From an optimization exercise on the open Yosys and OpenROAD flow, aimed at small area; shortcuts taken in it are not production practice.
Power and IR drop assume default switching activity.

==> inputs of run a <==
==> flow/design.v <==
`timescale 1ns / 1ps
package ptpc_pkg;
    localparam int SENSOR_BITS_DEF = 16;
    localparam int US_PER_MS_DEF   = 1000;
    typedef struct packed {
        logic clear;
        logic restart;
        logic track;
    } peak_ctl_t;
endpackage
`timescale 1ns / 1ps
module ptpc_add
#(
    parameter int W = 8,
    parameter int B = 8
)
(
    input  logic [W-1:0] a,
    input  logic [W-1:0] b,
    input  logic         ci,
    output logic [W-1:0] s,
    output logic         co
);
    logic [W-1:0] s0;
    logic         c, k, t;   
    always_comb
    begin
        c = ci;
        for (int lo = 0; lo < W; lo += B)
        begin
            k = (lo == 0) ? ci : 1'b0;
            for (int i = lo; i < lo + B && i < W; i++)
            begin
                s0[i] = a[i] ^ b[i] ^ k;
                k     = (a[i] & b[i]) | (k & (a[i] ^ b[i]));
            end
            if (lo == 0)
            begin
                for (int i = lo; i < lo + B && i < W; i++)
                    s[i] = s0[i];
                c = k;
            end
            else
            begin
                t = 1'b1;
                for (int i = lo; i < lo + B && i < W; i++)
                begin
                    s[i] = s0[i] ^ (c & t);
                    t    = t & s0[i];
                end
                c = k | (c & t);
            end
        end
        co = c;
    end
endmodule
module ptpc_carry
#(
    parameter int W = 8
)
(
    input  logic [W-1:0] a,
    input  logic [W-1:0] b,
    input  logic         ci,
    output logic         co
);
    logic [W:0] c;
    always_comb
    begin
        c[0] = ci;
        for (int i = 0; i < W; i++)
            c[i+1] = (a[i] & b[i]) | (c[i] & (a[i] | b[i]));
    end
    assign co = c[W];
endmodule
module ptpc_peak
#(
    parameter int SENSOR_BITS = ptpc_pkg::SENSOR_BITS_DEF
)
(
    input  logic                        clk,
    input  logic                        load_base,   
    input  logic                        load_peak,   
    input  logic                        track,       
    input  logic                        held,        
    input  logic [SENSOR_BITS-1:0]      reading,
    output logic [SENSOR_BITS-1:0]      peak_out,
    output logic signed [SENSOR_BITS:0] delta_out
);
    localparam int N = SENSOR_BITS;
    logic [N-1:0] base_reg;
    logic [N-1:0] peak_reg;
    logic [N:0]   delta_reg;
    logic [N-1:0] dev;
    logic         dev_c;
    ptpc_add #(.W(N), .B(16)) u_dev (.a(reading), .b(~base_reg), .ci(1'b1),
                                    .s(dev), .co(dev_c));
    logic [N-1:0] dev_x;
    assign dev_x = dev ^ {N{!dev_c}};
    logic [N-1:0] dm1;
    logic         dm1_b;         
    logic [N-1:0] mag_m1;
    ptpc_add #(.W(N), .B(N)) u_dm1 (.a(delta_reg[N-1:0]), .b('1), .ci(1'b0),
                                    .s(dm1), .co(dm1_b));
    assign mag_m1 = delta_reg[N] ? ~delta_reg[N-1:0] : dm1;
    logic ge;
    ptpc_carry #(.W(N)) u_ge (.a(dev_x), .b(~mag_m1), .ci(!dev_c), .co(ge));
    logic take;
    assign take = load_peak || (track && (ge || (!delta_reg[N] && !dm1_b)));
    always_ff @(posedge clk)
    begin
        if (load_base)
            base_reg <= reading;
        if (take)
        begin
            peak_reg  <= reading;
            delta_reg <= load_base ? '0 : {!dev_c, dev};
        end
    end
    assign peak_out  = held ? peak_reg : '0;
    assign delta_out = held ? delta_reg : '0;
endmodule
`timescale 1ns / 1ps
module pulse_train_peak_capture
#(
    parameter int SENSOR_BITS = ptpc_pkg::SENSOR_BITS_DEF,
    parameter int US_PER_MS   = ptpc_pkg::US_PER_MS_DEF
)
(
    input  logic                        clk,
    input  logic                        rst_n,
    input  logic                        in_valid,
    output logic                        in_stall,
    input  logic [1:0]                  cmd,
    input  logic [31:0]                 now_us,
    input  logic [SENSOR_BITS-1:0]      hall_low_mv,
    input  logic [SENSOR_BITS-1:0]      hall_high_mv,
    output logic                        out_valid,
    input  logic                        out_stall,
    output logic                        run_active,
    output logic                        run_finished,
    output logic [7:0]                  pwm_level,
    output logic [2:0]                  phase_code,
    output logic [7:0]                  pulse_number,
    output logic [SENSOR_BITS-1:0]      peak_low_mv,
    output logic [SENSOR_BITS-1:0]      peak_high_mv,
    output logic signed [SENSOR_BITS:0] peak_low_delta,
    output logic signed [SENSOR_BITS:0] peak_high_delta,
    input  logic                        cfg_valid,
    output logic                        cfg_ready,
    input  logic [2:0]                  cfg_index,
    input  logic [15:0]                 cfg_data
);
    localparam logic [1:0] CMD_UPDATE = 2'd0;
    localparam logic [1:0] CMD_START  = 2'd1;
    localparam logic [1:0] CMD_STOP   = 2'd2;
    localparam logic [2:0] PH_STOP  = 3'd0;
    localparam logic [2:0] PH_PRE   = 3'd1;
    localparam logic [2:0] PH_PULSE = 3'd2;
    localparam logic [2:0] PH_GAP   = 3'd3;
    localparam logic [2:0] PH_DONE  = 3'd4;
    logic [7:0]  count_reg;      
    logic [7:0]  level_reg;
    logic [15:0] pulse_ms_reg;   
    logic [15:0] gap_ms_reg;
    logic [15:0] pre_ms_reg;
    assign cfg_ready = 1'b1;
    always_ff @(posedge clk or negedge rst_n)
    begin
        if (!rst_n)
        begin
            count_reg    <= 8'd10;
            level_reg    <= 8'd200;
            pulse_ms_reg <= 16'd30;
            gap_ms_reg   <= 16'd1000;
            pre_ms_reg   <= 16'd0;
        end
        else if (cfg_valid)
        begin
            case (cfg_index)
                3'd0: count_reg    <= (cfg_data[7:0] == 8'd0) ? 8'd1 : cfg_data[7:0];
                3'd1: level_reg    <= cfg_data[7:0];
                3'd2: pulse_ms_reg <= (cfg_data == 16'd0) ? 16'd1 : cfg_data;
                3'd3: gap_ms_reg   <= cfg_data;
                3'd4: pre_ms_reg   <= cfg_data;
                default: ;
            endcase
        end
    end
    logic                   s1_valid_reg;
    logic [1:0]             s1_cmd_reg;
    logic [31:0]            s1_now_reg;
    logic [SENSOR_BITS-1:0] s1_lo_reg;
    logic [SENSOR_BITS-1:0] s1_hi_reg;
    logic                   out_valid_reg;
    logic                   advance;
    logic                   in_accept;
    assign advance   = !out_valid_reg || !out_stall;
    assign in_stall  = s1_valid_reg && !advance;
    assign in_accept = in_valid && !in_stall;
    always_ff @(posedge clk or negedge rst_n)
    begin
        if (!rst_n)
        begin
            s1_valid_reg  <= 1'b0;
            out_valid_reg <= 1'b0;
        end
        else
        begin
            if (in_accept)
                s1_valid_reg <= 1'b1;
            else if (advance)
                s1_valid_reg <= 1'b0;
            if (advance)
                out_valid_reg <= s1_valid_reg;
        end
    end
    always_ff @(posedge clk)
    begin
        if (in_accept)
        begin
            s1_cmd_reg <= cmd;
            s1_now_reg <= now_us;
            s1_lo_reg  <= hall_low_mv;
            s1_hi_reg  <= hall_high_mv;
        end
    end
    logic [2:0]  phase_reg, phase_next;
    logic [7:0]  pwm_reg;
    logic [7:0]  cnt_reg, cnt_next;
    logic [31:0] stamp_reg;
    logic        en;
    logic        is_start, is_stop, is_upd;
    logic        pre_nz;
    logic        time_up;
    logic        load_stamp;
    logic        load_peak;
    logic        track;
    assign en       = advance && s1_valid_reg;
    assign is_start = (s1_cmd_reg == CMD_START);
    assign is_stop  = (s1_cmd_reg == CMD_STOP);
    assign is_upd   = (s1_cmd_reg == CMD_UPDATE);
    assign pre_nz   = (pre_ms_reg != 16'd0);
    logic [15:0] ms_sel;
    logic [31:0] elapsed_us;
    logic        stamp_zero;
    logic        ge_lo;
    assign ms_sel = !phase_reg[1] ? pre_ms_reg :
                    (phase_reg[0] ? gap_ms_reg : pulse_ms_reg);
    logic        c26;
    logic [5:0]  hx, hy;
    logic        hi_zero;
    ptpc_add #(.W(26), .B(13)) u_el (.a(s1_now_reg[25:0]), .b(~stamp_reg[25:0]), .ci(1'b1),
                                    .s(elapsed_us[25:0]), .co(c26));
    assign elapsed_us[31:26] = '0;   
    assign hx      = s1_now_reg[31:26];
    assign hy      = ~stamp_reg[31:26];
    assign hi_zero = ((hx[0] ^ hy[0]) == c26) &&
                     ((hx[5:1] ^ hy[5:1]) == (hx[4:0] | hy[4:0]));
    logic [23:0] op_a, op_b, op_c, op_d;
    logic [23:0] cs1_s, cs1_c, cs2_s, cs2_c;
    assign op_a = {1'b0, elapsed_us[25:3]};
    assign op_b = {8'd0, ms_sel};
    assign op_c = {7'd0, ms_sel, 1'b0};
    assign op_d = ~{1'b0, ms_sel, 7'd0};
    assign cs1_s = op_a ^ op_b ^ op_c;
    assign cs1_c = {(op_a[22:0] & op_b[22:0]) | (op_a[22:0] & op_c[22:0]) |
                    (op_b[22:0] & op_c[22:0]), 1'b0};
    assign cs2_s = cs1_s ^ cs1_c ^ op_d;
    assign cs2_c = {(cs1_s[22:0] & cs1_c[22:0]) | (cs1_s[22:0] & op_d[22:0]) |
                    (cs1_c[22:0] & op_d[22:0]), 1'b1};
    ptpc_carry #(.W(24)) u_cmp (.a(cs2_s), .b(cs2_c), .ci(1'b0), .co(ge_lo));
    assign stamp_zero = ~|stamp_reg;
    assign time_up    = (ms_sel == 16'd0) ||
                        (!stamp_zero && (!hi_zero || ge_lo));
    always_comb
    begin
        phase_next = phase_reg;
        cnt_next   = cnt_reg;
        load_stamp = 1'b0;
        load_peak  = 1'b0;
        track      = 1'b0;
        if (is_start)
        begin
            load_stamp = 1'b1;
            if (pre_nz)
            begin
                phase_next = PH_PRE;
                cnt_next   = 8'd0;
            end
            else
            begin
                phase_next = PH_PULSE;
                cnt_next   = 8'd1;
                load_peak  = 1'b1;
            end
        end
        else if (is_stop)
        begin
            phase_next = PH_STOP;
            cnt_next   = 8'd0;
        end
        else if (is_upd)
        begin
            case (phase_reg)
                PH_PRE:
                    if (time_up)
                    begin
                        phase_next = PH_PULSE;
                        load_stamp = 1'b1;
                        load_peak  = 1'b1;
                        cnt_next   = 8'd1;
                    end
                PH_PULSE:
                begin
                    track = 1'b1;
                    if (time_up)
                    begin
                        phase_next = PH_GAP;
                        load_stamp = 1'b1;
                    end
                end
                PH_GAP:
                begin
                    track = 1'b1;
                    if (time_up)
                    begin
                        load_stamp = 1'b1;
                        if (cnt_reg >= count_reg)
                            phase_next = PH_DONE;
                        else
                        begin
                            phase_next = PH_PULSE;
                            load_peak  = 1'b1;
                            cnt_next   = cnt_reg + 8'd1;
                        end
                    end
                end
                default: ;
            endcase
        end
    end
    always_ff @(posedge clk or negedge rst_n)
    begin
        if (!rst_n)
        begin
            phase_reg <= PH_STOP;
            pwm_reg   <= 8'd0;
            cnt_reg   <= 8'd0;
        end
        else if (en && (s1_cmd_reg != 2'd3))
        begin
            phase_reg <= phase_next;
            pwm_reg   <= (phase_next == PH_PULSE) ? level_reg : 8'd0;
            cnt_reg   <= cnt_next;
        end
    end
    always_ff @(posedge clk)
    begin
        if (en && load_stamp)
            stamp_reg <= s1_now_reg;
    end
    logic held;
    assign held = phase_reg[1] || phase_reg[2];
    ptpc_peak #(
        .SENSOR_BITS (SENSOR_BITS)
    ) u_peak_lo (
        .clk       (clk),
        .load_base (en && is_start),
        .load_peak (en && load_peak),
        .track     (en && track),
        .held      (held),
        .reading   (s1_lo_reg),
        .peak_out  (peak_low_mv),
        .delta_out (peak_low_delta)
    );
    ptpc_peak #(
        .SENSOR_BITS (SENSOR_BITS)
    ) u_peak_hi (
        .clk       (clk),
        .load_base (en && is_start),
        .load_peak (en && load_peak),
        .track     (en && track),
        .held      (held),
        .reading   (s1_hi_reg),
        .peak_out  (peak_high_mv),
        .delta_out (peak_high_delta)
    );
    assign out_valid    = out_valid_reg;
    assign run_active   = phase_reg[0] || phase_reg[1];
    assign run_finished = phase_reg[2];
    assign pwm_level    = pwm_reg;
    assign phase_code   = phase_reg;
    assign pulse_number = cnt_reg;
endmodule
==> flow/flow/run.sh <==
#!/bin/bash
# Standard layout (bash standard.sh), with two changes passed to ORFS:
#  - the port buffers are the smallest buffer, sky130_fd_sc_hd__buf_1;
#  - the clock tree uses clkbuf_4 buffers in clusters of at most 9 sinks,
#    without dummy loads.
# Each tool writes its full output to its own log under orfs/logs/; make's
# own output goes to flow_make.log in this folder.
set -euo pipefail
export BUFFER_PORTS_ARGS="-buffer_cell sky130_fd_sc_hd__buf_1"
export CTS_ARGS="-sink_clustering_enable -repair_clock_nets -buf_list sky130_fd_sc_hd__clkbuf_4 -sink_clustering_size 9 -sink_clustering_max_diameter 50 -dont_use_dummy_load"
bash standard.sh finish > flow_make.log 2>&1
==> flow/standard.sh <==
#!/bin/bash
# synth_recipe.tcl (not shown) runs the flow's synth.tcl, then flattens the netlist and writes it again
# the make line also repeats each setting of config.mk as NAME=value (left out here)
make -C /OpenROAD-flow-scripts/flow DESIGN_CONFIG=/design/flow/config.mk WORK_HOME=/design/flow/orfs CLKGATE_MAP_FILE= SYNTH_SCRIPT=/design/flow/synth_recipe.tcl "${@:-finish}"
==> flow/config.mk <==
export PLATFORM = sky130hd
export DESIGN_NAME = pulse_train_peak_capture
export DESIGN_NICKNAME = pulse_train_peak_capture
export VERILOG_FILES = /design/flow/design.v
export SDC_FILE = /design/flow/constraint.sdc
export NUM_CORES = 4
export LEC_CHECK = 0
export ABC_AREA = 1
export CAP_MARGIN = 20
export CORE_MARGIN = 2
export CORE_UTILIZATION = 40
export SLEW_MARGIN = 20
==> flow/constraint.sdc <==
create_clock -name core_clock -period 8.0 [get_ports {clk}]
set_input_delay 1.6000 -clock core_clock [delete_from_list [all_inputs] [get_ports {clk}]]
set_output_delay 1.6000 -clock core_clock [all_outputs]
set_load 0.01 [all_outputs]
==> run b: changes against run a <==
--- a/flow/design.v
+++ b/flow/design.v
@@ -88,12 +88,12 @@
     output logic signed [SENSOR_BITS:0] delta_out
 );
     localparam int N = SENSOR_BITS;
-    logic [N-1:0] base_reg;
+    logic [N-1:0] base_n_reg;    
     logic [N-1:0] peak_reg;
     logic [N:0]   delta_reg;
     logic [N-1:0] dev;
     logic         dev_c;
-    ptpc_add #(.W(N), .B(16)) u_dev (.a(reading), .b(~base_reg), .ci(1'b1),
+    ptpc_add #(.W(N), .B(6)) u_dev (.a(reading), .b(base_n_reg), .ci(1'b1),
                                     .s(dev), .co(dev_c));
     logic [N-1:0] dev_x;
     assign dev_x = dev ^ {N{!dev_c}};
@@ -110,7 +110,7 @@
     always_ff @(posedge clk)
     begin
         if (load_base)
-            base_reg <= reading;
+            base_n_reg <= ~reading;
         if (take)
         begin
             peak_reg  <= reading;
@@ -228,7 +228,7 @@
     logic [2:0]  phase_reg, phase_next;
     logic [7:0]  pwm_reg;
     logic [7:0]  cnt_reg, cnt_next;
-    logic [31:0] stamp_reg;
+    logic [31:0] stamp_n_reg;
     logic        en;
     logic        is_start, is_stop, is_upd;
     logic        pre_nz;
@@ -250,11 +250,11 @@
     logic        c26;
     logic [5:0]  hx, hy;
     logic        hi_zero;
-    ptpc_add #(.W(26), .B(13)) u_el (.a(s1_now_reg[25:0]), .b(~stamp_reg[25:0]), .ci(1'b1),
+    ptpc_add #(.W(26), .B(5)) u_el (.a(s1_now_reg[25:0]), .b(stamp_n_reg[25:0]), .ci(1'b1),
                                     .s(elapsed_us[25:0]), .co(c26));
     assign elapsed_us[31:26] = '0;   
     assign hx      = s1_now_reg[31:26];
-    assign hy      = ~stamp_reg[31:26];
+    assign hy      = stamp_n_reg[31:26];
     assign hi_zero = ((hx[0] ^ hy[0]) == c26) &&
                      ((hx[5:1] ^ hy[5:1]) == (hx[4:0] | hy[4:0]));
     logic [23:0] op_a, op_b, op_c, op_d;
@@ -270,7 +270,7 @@
     assign cs2_c = {(cs1_s[22:0] & cs1_c[22:0]) | (cs1_s[22:0] & op_d[22:0]) |
                     (cs1_c[22:0] & op_d[22:0]), 1'b1};
     ptpc_carry #(.W(24)) u_cmp (.a(cs2_s), .b(cs2_c), .ci(1'b0), .co(ge_lo));
-    assign stamp_zero = ~|stamp_reg;
+    assign stamp_zero = &stamp_n_reg;
     assign time_up    = (ms_sel == 16'd0) ||
                         (!stamp_zero && (!hi_zero || ge_lo));
     always_comb
@@ -358,7 +358,7 @@
     always_ff @(posedge clk)
     begin
         if (en && load_stamp)
-            stamp_reg <= s1_now_reg;
+            stamp_n_reg <= ~s1_now_reg;
     end
     logic held;
     assign held = phase_reg[1] || phase_reg[2];
==> flow/flow/run.sh (replaced) <==
#!/bin/bash
# Standard layout, with the smallest buffer on the ports and a lighter clock tree
# (no dummy clock loads). Each tool's output goes to its own log under
# orfs/logs; make's own output goes to flow_make.log here.
set -euo pipefail
export BUFFER_PORTS_ARGS="-buffer_cell sky130_fd_sc_hd__buf_1"
export CTS_ARGS="-sink_clustering_enable -repair_clock_nets -buf_list sky130_fd_sc_hd__clkbuf_8 -sink_clustering_size 15 -sink_clustering_max_diameter 60 -dont_use_dummy_load"
bash standard.sh finish > flow_make.log 2>&1
==> results.txt <==
| quantity | run b | run a |
|---|---|---|
| Outcome | complete, no violations | complete, but fails checks |
| Layout check failures | - | setup timing |
| Largest clock skew in the final design | 0.0443 ns | 0.112 ns |
| Stages on the worst setup path | 40 | 45 |
| Final sum of negative setup slack | 0 ns | -3.79 ns |
| Most common cell on crit path | nand2_1 | fa_2 |
| Clock network power | 782 uW | 720 uW |
| DR vias | 10,908 | 10,660 |
| Inverters excl. clock | 400 | 316 |
| Antenna diode count | 0 | 1 |
| Total power draw | 4060 uW | 4140 uW |
| Global routing usage summed across all routing layers | 0.159 | 0.171 |
| Final Net Count | 2,099 | 1,986 |
| Number of antenna violations at the first check in global routing | 0 | 1 |
| F_max | 147 MHz | 123 MHz |
| Wl on met1 | 14,300 um | 14,900 um |
| Smallest setup slack after layout | 1.21 ns | -0.127 ns |
| Yosys top cell area share | 0.366 | 0.384 |
| Clock transition time at the flip-flop clock pins of the worst setup and hold paths | 0.09 ns | 0.10 ns |
| Total instance count after detailed placement | 2,350 | 2,195 |
| Routed wire length on met2 | 16,200 um | 16,900 um |
No run of this note included a check of the RTL's function; only the layout flow was run.

[afterwards: timing with drivers on the ports]
No port has a modelled driver above. Below, the same layouts with a new extraction and two added sets of constraints. Step 1, drivers: a clkbuf_16 drives clk and a buf_2 each remaining input, both assumed. Step 2 adds t to the input delays and takes it off the output delays; t is the mean of the earliest and latest rising clock arrival at the registers after step 1. Input paths then give back, and output paths get back, about the clock's delay inside the block. Three values: ideal ports, drivers, drivers and shift; two values: the first two.
run | t (ns) | setup WS [ns] | worst register clock-pin slew, ns | cell pins on the clock port's net
run a | 0.739 | -0.127 / -0.127 / -0.127 | 0.11 / 0.11 | 1
run b | 0.628 | 1.214 / 1.214 / 1.214 | 0.10 / 0.10 | 1
